What follows belongs to an exercise in optimizing a design on an open flow for small area, a short achievable clock period and few clock cycles; a production flow would make more cautious choices. The RTL was checked by simulation tests, not by an equivalence proof against the original design. No activity file was given, so power comes from the tool's default toggle rates.

## design/flow/config.mk

```make
export PLATFORM = sky130hd
export DESIGN_NAME = elgamal_signature_verify_unit
export DESIGN_NICKNAME = elgamal_signature_verify_unit
export VERILOG_FILES = /design/flow/design.v
export SDC_FILE = /design/flow/constraint.sdc
export NUM_CORES = 4
export LEC_CHECK = 0
export CAP_MARGIN = 20
export CORE_MARGIN = 2
export CORE_UTILIZATION = 40
export SLEW_MARGIN = 20
```

## design/flow/constraint.sdc

```tcl
create_clock -name core_clock -period 9.0 [get_ports {clk}]
set_input_delay 1.8000 -clock core_clock [delete_from_list [all_inputs] [get_ports {clk}]]
set_output_delay 1.8000 -clock core_clock [all_outputs]
set_load 0.01 [all_outputs]
```

## design/flow/design.v

```verilog
package elg_pkg;
	localparam int W = 31;
	localparam int CNT_W = $clog2(W + 1);
	localparam logic [1:0] CFG_PRIME = 2'd0;
	localparam logic [1:0] CFG_GEN   = 2'd1;
	localparam logic [1:0] CFG_PUB   = 2'd2;
	localparam logic [1:0] SEL_PUB = 2'd0;   
	localparam logic [1:0] SEL_SIG = 2'd1;   
	localparam logic [1:0] SEL_GEN = 2'd2;   
	localparam logic [1:0] MK_REDUCE = 2'd0;   
	localparam logic [1:0] MK_RES    = 2'd1;   
	localparam logic [1:0] MK_SQR    = 2'd2;   
	localparam logic [1:0] MK_LEFT   = 2'd3;   
	typedef struct packed {
		logic [W-1:0] sig_r;
		logic [W-1:0] sig_s;
		logic [W-1:0] message;
	} in_t;
	typedef struct packed {
		logic         verified;
		logic [W-1:0] left_side;
		logic [W-1:0] right_side;
	} out_t;
	typedef struct packed {
		logic       capture;
		logic       exp_init;
		logic [1:0] sel;
		logic       mul_start;
		logic [1:0] kind;
		logic       shift_exp;
		logic       save_hold;
		logic       save_right;
	} cmd_t;
	typedef struct packed {
		logic p_zero;
		logic mul_done;
		logic exp_zero;
		logic exp_lsb;
	} sts_t;
endpackage
module elg_datapath (
	input  logic                 clk,
	input  logic                 arst_n,
	input  logic [elg_pkg::W-1:0] prime,
	input  logic [elg_pkg::W-1:0] gen,
	input  logic [elg_pkg::W-1:0] pub,
	input  elg_pkg::in_t         item,
	input  elg_pkg::cmd_t        cmd,
	output elg_pkg::sts_t        sts,
	output elg_pkg::out_t        result
);
	localparam int W = elg_pkg::W;
	logic [W-1:0] r_q, s_q, m_q;
	logic         zero_q;
	logic [W-1:0] exp_q, base_q, res_q, hold_q, right_q;
	logic [W-1:0] acc_q, ma_q, mb_q;
	logic [elg_pkg::CNT_W-1:0] mcnt_q;
	logic         mrun_q;
	logic [1:0]   kind_q;
	logic [W:0]   dbl, sum;
	logic [W-1:0] dr, nr;
	logic [W-1:0] raw_base, exp_src, op_a, op_b;
	logic         last;
	always_comb begin
		case (cmd.sel)
			elg_pkg::SEL_PUB: begin raw_base = pub; exp_src = r_q; end
			elg_pkg::SEL_SIG: begin raw_base = r_q; exp_src = s_q; end
			default:          begin raw_base = gen; exp_src = m_q; end
		endcase
	end
	always_comb begin
		case (cmd.kind)
			elg_pkg::MK_REDUCE: begin op_a = W'(1); op_b = raw_base; end
			elg_pkg::MK_RES:    begin op_a = res_q; op_b = base_q;   end
			elg_pkg::MK_SQR:    begin op_a = base_q; op_b = base_q;  end
			default:            begin op_a = hold_q; op_b = res_q;   end
		endcase
	end
	always_comb begin
		dbl = {acc_q, 1'b0};
		dr  = (dbl >= {1'b0, prime}) ? W'(dbl - {1'b0, prime}) : W'(dbl);
		sum = {1'b0, dr} + (mb_q[W-1] ? {1'b0, ma_q} : '0);
		nr  = (sum >= {1'b0, prime}) ? W'(sum - {1'b0, prime}) : W'(sum);
	end
	assign last = mrun_q && (mcnt_q == elg_pkg::CNT_W'(1));
	always_ff @(posedge clk or negedge arst_n) begin
		if (!arst_n) begin
			mrun_q <= 1'b0;
			mcnt_q <= '0;
		end else if (cmd.mul_start) begin
			mrun_q <= 1'b1;
			mcnt_q <= elg_pkg::CNT_W'(W);
		end else if (mrun_q) begin
			mcnt_q <= mcnt_q - 1'b1;
			if (last) mrun_q <= 1'b0;
		end
	end
	always_ff @(posedge clk) begin
		if (cmd.mul_start) begin
			acc_q  <= '0;
			ma_q   <= op_a;
			mb_q   <= op_b;
			kind_q <= cmd.kind;
		end else if (mrun_q) begin
			acc_q <= nr;
			mb_q  <= {mb_q[W-2:0], 1'b0};
		end
	end
	always_ff @(posedge clk) begin
		if (cmd.capture) begin
			r_q    <= item.sig_r;
			s_q    <= item.sig_s;
			m_q    <= item.message;
			zero_q <= (prime == '0);
		end
		if (cmd.exp_init) begin
			exp_q <= exp_src;
			res_q <= W'(1);
		end
		if (cmd.shift_exp) exp_q <= {1'b0, exp_q[W-1:1]};
		if (cmd.save_hold) hold_q <= res_q;
		if (cmd.save_right) right_q <= res_q;
		if (last) begin
			case (kind_q)
				elg_pkg::MK_RES:  res_q <= nr;
				elg_pkg::MK_LEFT: hold_q <= nr;
				default:          base_q <= nr;
			endcase
		end
	end
	assign sts.p_zero   = (prime == '0);
	assign sts.mul_done = last;
	assign sts.exp_zero = (exp_q == '0);
	assign sts.exp_lsb  = exp_q[0];
	assign result.left_side  = zero_q ? '0 : hold_q;
	assign result.right_side = zero_q ? '0 : right_q;
	assign result.verified   = zero_q ? 1'b0 : (hold_q == right_q);
endmodule
module elg_ctrl (
	input  logic          clk,
	input  logic          arst_n,
	input  logic          start,
	input  elg_pkg::sts_t sts,
	output elg_pkg::cmd_t cmd,
	output logic          busy,
	output logic          done
);
	localparam logic [3:0] ST_IDLE  = 4'd0;
	localparam logic [3:0] ST_INIT  = 4'd1;
	localparam logic [3:0] ST_WRED  = 4'd2;
	localparam logic [3:0] ST_CHK   = 4'd3;
	localparam logic [3:0] ST_WRES  = 4'd4;
	localparam logic [3:0] ST_SQ    = 4'd5;
	localparam logic [3:0] ST_WSQ   = 4'd6;
	localparam logic [3:0] ST_FIN   = 4'd7;
	localparam logic [3:0] ST_WLEFT = 4'd8;
	localparam logic [3:0] ST_DONE  = 4'd9;
	logic [3:0] state_q, state_d;
	logic [1:0] k_q, k_d;
	always_comb begin
		state_d = state_q;
		k_d     = k_q;
		cmd     = '0;
		cmd.sel = k_q;
		unique case (state_q)
			ST_IDLE: begin
				if (start) begin
					cmd.capture = 1'b1;
					k_d = elg_pkg::SEL_PUB;
					state_d = sts.p_zero ? ST_DONE : ST_INIT;
				end
			end
			ST_INIT: begin
				cmd.exp_init  = 1'b1;
				cmd.mul_start = 1'b1;
				cmd.kind      = elg_pkg::MK_REDUCE;
				state_d = ST_WRED;
			end
			ST_WRED: if (sts.mul_done) state_d = ST_CHK;
			ST_CHK: begin
				if (sts.exp_zero) begin
					state_d = ST_FIN;
				end else if (sts.exp_lsb) begin
					cmd.mul_start = 1'b1;
					cmd.kind = elg_pkg::MK_RES;
					state_d = ST_WRES;
				end else begin
					state_d = ST_SQ;
				end
			end
			ST_WRES: if (sts.mul_done) state_d = ST_SQ;
			ST_SQ: begin
				cmd.mul_start = 1'b1;
				cmd.kind = elg_pkg::MK_SQR;
				state_d = ST_WSQ;
			end
			ST_WSQ: begin
				if (sts.mul_done) begin
					cmd.shift_exp = 1'b1;
					state_d = ST_CHK;
				end
			end
			ST_FIN: begin
				unique case (k_q)
					elg_pkg::SEL_PUB: begin
						cmd.save_hold = 1'b1;
						k_d = elg_pkg::SEL_SIG;
						state_d = ST_INIT;
					end
					elg_pkg::SEL_SIG: begin
						cmd.mul_start = 1'b1;
						cmd.kind = elg_pkg::MK_LEFT;
						state_d = ST_WLEFT;
					end
					default: begin
						cmd.save_right = 1'b1;
						state_d = ST_DONE;
					end
				endcase
			end
			ST_WLEFT: begin
				if (sts.mul_done) begin
					k_d = elg_pkg::SEL_GEN;
					state_d = ST_INIT;
				end
			end
			ST_DONE: state_d = ST_IDLE;
			default: state_d = ST_IDLE;
		endcase
	end
	always_ff @(posedge clk or negedge arst_n) begin
		if (!arst_n) begin
			state_q <= ST_IDLE;
			k_q     <= elg_pkg::SEL_PUB;
		end else begin
			state_q <= state_d;
			k_q     <= k_d;
		end
	end
	assign busy = (state_q != ST_IDLE);
	assign done = (state_q == ST_DONE);
endmodule
module elgamal_signature_verify_unit (
	input  logic                  clk,
	input  logic                  arst_n,
	input  logic                  cfg_valid,
	output logic                  cfg_ready,
	input  logic [1:0]            cfg_index,
	input  logic [elg_pkg::W-1:0] cfg_data,
	input  logic                  start,
	output logic                  busy,
	input  logic [3*elg_pkg::W-1:0] item,
	output logic                  done,
	output logic [2*elg_pkg::W:0] result
);
	localparam int W = elg_pkg::W;
	logic [W-1:0]  prime_q, gen_q, pub_q;
	elg_pkg::cmd_t cmd;
	elg_pkg::sts_t sts;
	elg_pkg::in_t  item_s;
	elg_pkg::out_t result_s;
	assign item_s = elg_pkg::in_t'(item);
	assign result = result_s;
	assign cfg_ready = 1'b1;
	always_ff @(posedge clk or negedge arst_n) begin
		if (!arst_n) begin
			prime_q <= W'(23);
			gen_q   <= W'(5);
			pub_q   <= W'(1);
		end else if (cfg_valid) begin
			unique case (cfg_index)
				elg_pkg::CFG_PRIME: prime_q <= cfg_data;
				elg_pkg::CFG_GEN:   gen_q   <= cfg_data;
				elg_pkg::CFG_PUB:   pub_q   <= cfg_data;
				default: ;
			endcase
		end
	end
	elg_ctrl u_ctrl (
		.clk    (clk),
		.arst_n (arst_n),
		.start  (start),
		.sts    (sts),
		.cmd    (cmd),
		.busy   (busy),
		.done   (done)
	);
	elg_datapath u_dp (
		.clk    (clk),
		.arst_n (arst_n),
		.prime  (prime_q),
		.gen    (gen_q),
		.pub    (pub_q),
		.item   (item_s),
		.cmd    (cmd),
		.sts    (sts),
		.result (result_s)
	);
endmodule
```

## design/flow/run.sh

```bash
#!/bin/bash
# synth_recipe.tcl (not shown) runs the flow's synth.tcl, then flattens the netlist and writes it again
# the make line also repeats each setting of config.mk as NAME=value (left out here)
make -C /OpenROAD-flow-scripts/flow DESIGN_CONFIG=/design/flow/config.mk WORK_HOME=/design/flow/orfs CLKGATE_MAP_FILE= SYNTH_SCRIPT=/design/flow/synth_recipe.tcl finish
```

==> impl_metrics.toml <==
[status]
outcome = "finished clean"

[sta]
setup_violations = 0
relSlewSlack_pct = 23.8
fmax_mhz = 121
rsz0062_at_grt = "false"
finalCritPeriodShare_pct = 92.2
report.final.slew_viol_count = 0
hold_viol = 0
layout_min_cycle_time_ps = 8300
whs_ps = 474
tns_ps = 0
fin_skew_ps = 64.9
worst_pin_slew_ps = 1130

[cts]
clock-sinks = 449
cts_tree = "done"
clk_path_buf_depth = 3
cts_root_buf = "clkbuf_16"
post-cts-setup-buffers = 0
htreeDepth = 2
cts.clk_slew.worst_paths_ps = 60
clock_latency_ps = 630
cts_buffers = 50

[layout]
drive_gt1_share_pct = 9.01
area_growth_pct = 17.2
final_cells = 3467
finalNetCount = 2866

[logic_synthesis]
synth_flop_cell = "edfxtp_1"
async_flop_share_pct = 23.4
avgSynthCellArea_um2 = 9.88
yosys-top-cells-area = "edfxtp_1, dfrtp_1, dfxtp_1"
syn-instance-count = 2506
yosysUniqueCellTypes = 77
synth.cell_area_um2 = 24800
synth_area_leader_cell = "edfxtp_1"
synth_edf_count = 250
ys_seq_area_share_pct = 48.6
synth_top_area_share_pct = 30.3
syn-num-nets = 2738
yosys_warnings = 3
ys_ff_latch = 449

[floorplan]
dieWidth_um = 253
ioPinCount = 196
core_um2 = 61500
die_area_um2 = 63900
row_count = 91
die_y_um = 253
initial_core_util_pct = 40.3

[setup_path]
critPathLaunchType = "flop"
crit_path_frequent_cell = "o21ai_0"
crit_required_ps = 9410
worstSetupPathType = "flop to flop"
worst_setup_path_end_kind = "flop"
crit_fanout = 38
max_stage_delay_ps = 550
arrival_ps = 8710
cpMaxStageDelayCell = "dfstp_2"

[drt]
drt_first_pass_iters = 6
vias_per_cell = 5.73
wl_um = 84500
via_count = 19870
postRouteAntennaNets = 0
routedWlPerCell_um = 24.4
drt_iter0_markers = 1618
drc = 0

[hold_path]
worst_hold_path_type = "flop to flop"

[power_and_ir_drop]
clkPwrFrac_pct = 40.4
p_int_mw = 3.72
combPwrFrac_pct = 14.3
power_leakage_nw = 11.6
vdd_drop_max_v = 0.000152
power.switching_mw = 1.35
p_seq_share_pct = 45.3
switching_share_pct = 26.6
powerDensity_nw_per_um2 = 175

[placement]
numPlacedInstances = 3372
dp_hpwl_um = 63000
place.gp.congestion = 0.944
port_buffers = 194

[global_route]
grt_pass1_vias = 19275
gr-total-overflow = 0
antenna_found_initial = 7
grt_pass1_wl_um = 124000
grt_max_degree = 89
grt_usage_pct = 26.1

[flow_run]
cap_viol_max_count = 0
-- flip-flops by register name, summed over array words and instances (netlist names) --
register	count
u_dp.mcnt_q	5
u_ctrl.k_q	2
u_dp.res_q	31
u_dp.zero_q	1
u_dp.s_q	31
u_dp.exp_q	31
u_dp.acc_q	31
prime_q	31
u_dp.mb_q	31
u_dp.right_q	31
u_ctrl.state_q	4
u_dp.mrun_q	1
u_dp.kind_q	2
u_dp.base_q	31
u_dp.hold_q	31
pub_q	31
u_dp.ma_q	31
u_dp.r_q	31
gen_q	31
u_dp.m_q	31
-- metal layers --
| layer | vias to the layer above | wire [um] | GRT usage, % | share of wire [%] |
|---|---|---|---|---|
| met3 | 101 | 6510 | 5.60 | 7.7 |
| met1 | 9685 | 37500 | 35.9 | 44 |
| li1 | 9341 | - | - | - |
| met5 | - | 52 | 0 | 0.062 |
| met2 | 735 | 39000 | 42.4 | 46 |
| met4 | 8 | 1480 | 5.46 | 1.7 |
-- per-stage QoR --
stage | area [um2] | worst slack [ps] | power [mW] | utilization, %
2_1_floorplan | 24800 | 1960 | 2.79 | -
3_3_place_gp | 27400 | 652 | 3.04 | 44.5
3_5_place_dp | 27400 | 359 | 3.05 | 44.5
4_1_cts | 29000 | 338 | 5.11 | 47.2
5_1_grt | 29000 | 50.9 | 5.26 | 47.2
6_report | 29000 | 703 | 5.07 | 47.2
-- repair_timing --
action	4_1_cts	5_1_grt
hold buffers	0	0
endpoints found under the setup margin	0	123
endpoints found under the hold margin	0	0
resized for setup	0	3
-- worst max-delay path: cells and delay by family (launching register included) --
| kind | cells | cell delay [ps] |
|---|---|---|
| adder cells (fa/ha/maj) | 3 | 1250 |
| flip-flops | 1 | 550 |
| AND/OR/NAND/NOR | 5 | 950 |
| multiplexers | 1 | 360 |
| AO/OA/AOI/OAI | 17 | 4250 |
| buffers and inverters | 4 | 670 |
-- kinds of logic after synthesis --
| kind of cell | count (synthesis) | synth area share (%) |
|---|---|---|
| AOI/OAI and AO/OA | 740 | 17.7 |
| xor gates and xnor gates | 110 | 3.89 |
| and+or+nand+nor | 695 | 13.3 |
| DFF | 449 | 48.6 |
| other | 1 | 0.0151 |
| buffers and inverters | 235 | 3.82 |
| adders and majority gates | 102 | 5.24 |
| muxes | 174 | 7.50 |
-- cells in the mapped netlist, types with 15 or more instances --
cell type  instances
o21ai_0          290
nand2_1          272
edfxtp_1         250
a21oi_1          189
nor2_1           136
clkbuf_1         109
ha_1              99
dfrtp_1           98
dfxtp_1           94
mux2_2            93
inv_1             90
mux2i_1           81
nor2b_1           71
a22oi_1           66
xor2_1            63
nand3_1           51
xnor2_1           47
and2_1            45
a21o_1            43
nor4_1            28
o21ai_1           26
buf_1             19
nand4_1           19
nor3_1            18
nand2b_1          16
o21a_1            15
-- area by class of cell --
cell class | count | area [um2]
fillers | 5816 | 32400
flip-flops and latches | 449 | 12000
multi-input cells | 1822 | 11900
repair buffers | 218 | 2140
clock buffers | 69 | 1350
well taps | 790 | 988
inverters | 93 | 349
clock inverters | 25 | 280
diodes | 1 | 2.50
-- placed cells by master, fill, tap and decap left out, types with 23 or more instances in the layout --
cell	netlist	final
dfxtp_1	94	94
o21ai_0	290	289
a22oi_1	66	66
nor4_1	28	28
a21oi_1	189	189
nor2b_1	71	71
ha_1	99	95
buf_4	6	23
inv_1	90	90
mux2_2	93	93
o21ai_1	26	27
nor2_1	136	133
xnor2_1	47	47
and2_1	45	45
clkbuf_16	0	50
xor2_1	63	63
clkdlybuf4s50_1	0	193
mux2i_1	81	81
dfrtp_1	98	95
nand3_1	51	49
nand2_1	272	271
edfxtp_1	250	250
a21o_1	43	43
-- power groups by stage --
stage / combinational, mW / clock (mW) / sequential (mW)
2_1_floorplan: 0.471 / 0 / 2.32
3_3_place_gp: 0.707 / 0 / 2.33
3_5_place_dp: 0.713 / 0 / 2.34
4_1_cts: 0.717 / 2.09 / 2.29
5_1_grt: 0.789 / 2.17 / 2.30
6_report: 0.727 / 2.05 / 2.29
-- path summary, 6_finish.rpt --
check	startpoint	to	slack, ps	depth (start not counted)
max reg2reg	prime_q[0]	u_dp.hold_q[10]	700	30
min in group asynchronous	arst_n	u_ctrl.state_q[0]	1130	1
min reg2reg	u_dp.mb_q[18]	u_dp.mb_q[19]	470	2
max	prime_q[0]	u_dp.hold_q[10]	700	30
max in group asynchronous	arst_n	prime_q[6]	6470	2
min	u_dp.mb_q[18]	u_dp.mb_q[19]	470	2
Testbench counts, summed over its fixed seeds: cycles 1,290,841.

## what the ideal ports hide
In the flow no input, the clock included, has a driving cell. The finished layout below was timed again as built, in two steps. Step 1 (the two cells are an assumption about what drives the block):
set clk [get_ports {clk}]
set_driving_cell -lib_cell sky130_fd_sc_hd__clkbuf_16 $clk
set_driving_cell -lib_cell sky130_fd_sc_hd__buf_2 [delete_from_list [all_inputs] $clk]
Step 2, shift: input delay + t, output delay - t, t = (earliest + latest rising clock arrival at the registers) / 2. This alone moves slack from input paths to output paths. Three values: ideal, step 1, step 2; two values: the first two.
t (ns): 0.659
slack for setup (ns): 0.703 / 0.703 / 0.703
worst setup path at the end: register to register
latest minus earliest clock arrival (ns): 0.065 / 0.065
After both steps setup and hold are still met in this run. The setup slack of this run moves by 0.000 ns with the drivers and by 0.000 ns with both steps.
